What follows belongs to an exercise in optimizing a design on an open flow for small area and a short achievable clock period; a production flow would make more cautious choices.
Power is estimated from default activity; no workload was simulated.

==> module controller_datapath, before the edit <==
module controller_datapath #(
  parameter int NREG   = 16,
  parameter int SDEPTH = 16
) (
  input  logic        clk,
  input  logic        reset,
  input  logic [15:0] isr,
  input  logic        stall,
  output logic [15:0] pcout,
  output logic [15:0] tos,
  output logic        halted,
  output logic        err
);
  localparam int DW  = controller_datapath_pkg::DATA_W;
  localparam int SPW = $clog2(SDEPTH + 1);
  logic [3:0]    op, fa, fb, fc, fab;
  logic          is_halt, is_alu, is_sub, is_jmp, is_beqz, is_ldi;
  logic          is_push, is_pushr, is_pop, is_sadd, regw;
  logic [DW-1:0] regs [NREG];
  logic [NREG-1:0] rvalid, slot_ok, slot_fwd;
  logic [DW-1:0] arr [SDEPTH-1];
  logic [DW-1:0] tos_q;
  logic [SPW-1:0] sp;
  logic          p_v;
  logic [3:0]    p_dst;
  logic [2:0]    p_k;
  logic [DW-1:0] p_x, p_y, p_res;
  logic [DW-1:0] rd1, rd2, sec_val, x_in, push_val, pc_next;
  logic          run, sp_empty, sp_full, sp_ge2, stk_err;
  assign op = isr[15:12];
  assign fa = isr[11:8];
  assign fb = isr[7:4];
  assign fc = isr[3:0];
  cd_control u_ctrl (
    .op      (op),
    .is_halt (is_halt),
    .is_alu  (is_alu),
    .is_sub  (is_sub),
    .is_jmp  (is_jmp),
    .is_beqz (is_beqz),
    .is_ldi  (is_ldi),
    .is_push (is_push),
    .is_pushr(is_pushr),
    .is_pop  (is_pop),
    .is_sadd (is_sadd)
  );
  assign regw = is_alu || is_ldi || is_pop;
  always_comb begin
    logic [DW-1:0] y;
    logic          sub;
    sub = (p_k == 3'd2);
    y   = sub ? ~p_y : p_y;
    case (p_k)
      3'd1, 3'd2: p_res = p_x + y + DW'(sub);
      3'd3:       p_res = p_x & p_y;
      3'd4:       p_res = p_x | p_y;
      3'd5:       p_res = p_x ^ p_y;
      default:    p_res = p_x;
    endcase
  end
  always_comb begin
    for (int i = 0; i < NREG; i++) begin
      slot_fwd[i] = p_v && (p_dst == 4'(i));
      slot_ok[i]  = rvalid[i] && !slot_fwd[i];
    end
  end
  assign fab = op[3] ? fa : fb;
  always_comb begin
    logic f1, f2;
    rd1 = '0;
    rd2 = '0;
    f1  = 1'b0;
    f2  = 1'b0;
    for (int i = 0; i < NREG; i++) begin
      if (fab == 4'(i) && slot_ok[i]) rd1 = rd1 | regs[i];
      if (fc  == 4'(i) && slot_ok[i]) rd2 = rd2 | regs[i];
      if (fab == 4'(i) && slot_fwd[i]) f1 = 1'b1;
      if (fc  == 4'(i) && slot_fwd[i]) f2 = 1'b1;
    end
    if (f1) rd1 = rd1 | p_res;
    if (f2) rd2 = rd2 | p_res;
  end
  always_comb begin
    sec_val = '0;
    for (int i = 0; i < SDEPTH - 1; i++)
      if (sp == SPW'(i + 2)) sec_val = sec_val | arr[i];
  end
  assign sp_empty = (sp == '0);
  assign sp_full  = (sp == SPW'(SDEPTH));
  assign sp_ge2   = !sp_empty && (sp != SPW'(1));
  assign stk_err  = (is_push && sp_full) || (is_pop && sp_empty) || (is_sadd && !sp_ge2);
  assign x_in     = is_pop ? tos_q : (is_ldi ? {8'h00, isr[7:0]} : rd1);
  assign push_val = is_pushr ? rd1 : {4'h0, isr[11:0]};
  always_comb begin
    pc_next = pcout + 16'd1;
    if (is_jmp)                     pc_next = {4'h0, isr[11:0]};
    else if (is_beqz && rd1 == '0)  pc_next = {8'h00, isr[7:0]};
    else if (is_halt)               pc_next = pcout;
  end
  assign run = !halted && !stall;
  assign tos = tos_q;
  always_ff @(posedge clk or posedge reset) begin
    if (reset) begin
      pcout  <= '0;
      sp     <= '0;
      halted <= 1'b0;
      err    <= 1'b0;
      tos_q  <= '0;
      rvalid <= '0;
      p_v    <= 1'b0;
    end else begin
      p_v <= run && regw;
      if (p_v) rvalid[p_dst] <= 1'b1;
      if (run) begin
        pcout <= pc_next;
        if (is_halt) halted <= 1'b1;
        if (stk_err) err <= 1'b1;
        if (is_push && !sp_full) begin
          tos_q <= push_val;
          sp    <= sp + SPW'(1);
        end
        if (is_pop && !sp_empty) begin
          tos_q <= sec_val;
          sp    <= sp - SPW'(1);
        end
        if (is_sadd && sp_ge2) begin
          tos_q <= tos_q + sec_val;
          sp    <= sp - SPW'(1);
        end
      end
    end
  end
  always_ff @(posedge clk) begin
    p_dst <= fa;
    p_k   <= is_alu ? op[2:0] : 3'd0;
    p_x   <= x_in;
    p_y   <= rd2;
    if (p_v) regs[p_dst] <= p_res;
    if (run)
      for (int i = 0; i < SDEPTH - 1; i++)
        if (is_push && sp == SPW'(i + 1)) arr[i] <= tos_q;
  end
endmodule
clock: 7.5 ns
lec_check: 0
cap_margin: 20
core_margin: 2
core_utilization: 40
setup_slack_margin: 4.0
slew_margin: 20
run.sh (not shown) runs the stock make flow with config.mk's settings and CLKGATE_MAP_FILE= SYNTH_SCRIPT=/design/flow/synth_recipe.tcl, a recipe that flattens the netlist after the stock synthesis.
Then changed:
--- a/flow/design.v
+++ b/flow/design.v
@@ -68,5 +68,5 @@
   logic          is_push, is_pushr, is_pop, is_sadd, regw;
   logic [DW-1:0] regs [NREG];
-  logic [NREG-1:0] rvalid, slot_ok, slot_fwd;
+  logic [NREG-1:0] rvalid, slot_ok, slot_fwd, nz;
   logic [DW-1:0] arr [SDEPTH-1];
   logic [DW-1:0] tos_q;
@@ -77,4 +77,5 @@
   logic [DW-1:0] p_x, p_y, p_res;
   logic [DW-1:0] rd1, rd2, sec_val, x_in, push_val, pc_next;
+  logic          a_zero, res_zero;
   logic          run, sp_empty, sp_full, sp_ge2, stk_err;
   assign op = isr[15:12];
@@ -132,4 +133,23 @@
   end
   always_comb begin
+    logic [DW-1:0] y, hs;
+    logic          sub;
+    sub = (p_k == 3'd2);
+    y   = sub ? ~p_y : p_y;
+    hs  = p_x ^ y;
+    case (p_k)
+      3'd1, 3'd2: res_zero = (hs == {(p_x[DW-2:0] | y[DW-2:0]), sub});
+      3'd3:       res_zero = ((p_x & p_y) == '0);
+      3'd4:       res_zero = ((p_x | p_y) == '0);
+      3'd5:       res_zero = (p_x == p_y);
+      default:    res_zero = (p_x == '0);
+    endcase
+  end
+  always_comb begin
+    a_zero = 1'b1;
+    for (int i = 0; i < NREG; i++)
+      if (fa == 4'(i)) a_zero = slot_fwd[i] ? res_zero : !nz[i];
+  end
+  always_comb begin
     sec_val = '0;
     for (int i = 0; i < SDEPTH - 1; i++)
@@ -145,5 +165,5 @@
     pc_next = pcout + 16'd1;
     if (is_jmp)                     pc_next = {4'h0, isr[11:0]};
-    else if (is_beqz && rd1 == '0)  pc_next = {8'h00, isr[7:0]};
+    else if (is_beqz && a_zero)     pc_next = {8'h00, isr[7:0]};
     else if (is_halt)               pc_next = pcout;
   end
@@ -158,8 +178,12 @@
       tos_q  <= '0;
       rvalid <= '0;
+      nz     <= '0;
       p_v    <= 1'b0;
     end else begin
       p_v <= run && regw;
-      if (p_v) rvalid[p_dst] <= 1'b1;
+      if (p_v) begin
+        rvalid[p_dst] <= 1'b1;
+        nz[p_dst]     <= !res_zero;
+      end
       if (run) begin
         pcout <= pc_next;
Outcome: Routed wire length goes down by 1.5%. Clock skew goes up by 0.011 ns. Power goes up by 18%. Fmax goes up by 4.2%. Synthesized cell count goes up by 2.6%. Setup slack gains 0.18 ns. Via count goes up by 3.6%. Cell area goes up by 1.9%.
No run of this note included a check of the RTL's function; only the layout flow was run.

## static timing again, ports no longer ideal
The flow's constraints put no driver on any port. The routed layouts listed below were extracted and timed again, unchanged, in two steps. Step 1 sets driving cells, clkbuf_16 on the clock port and buf_2 on the other inputs (assumed; they add their load-dependent delay and slew). Step 2 moves the port delays by t, midway between the first and last clock arrival at a register: inputs arrive t later, outputs are due t later. That takes back most of the time a late clock gives input paths. Three values: ideal ports, drivers, drivers and shift; two values: the first two.
run | shift t [ns] | slack for setup (ns) | latest minus earliest clock arrival (ns) | worst data-port slew with drivers (ns) | pins driven straight from the clock port
the first run | 0.680 | 3.070 / 3.070 / 2.448 | 0.040 / 0.039 | 0.11 | 1
the second run | 0.666 | 3.250 / 3.250 / 3.092 | 0.053 / 0.053 | 0.05 | 1
After both steps setup and hold are still met in every run listed. For the first run, which loses most, drivers alone change the setup slack by 0.000 ns; drivers and shift together by -0.622 ns.
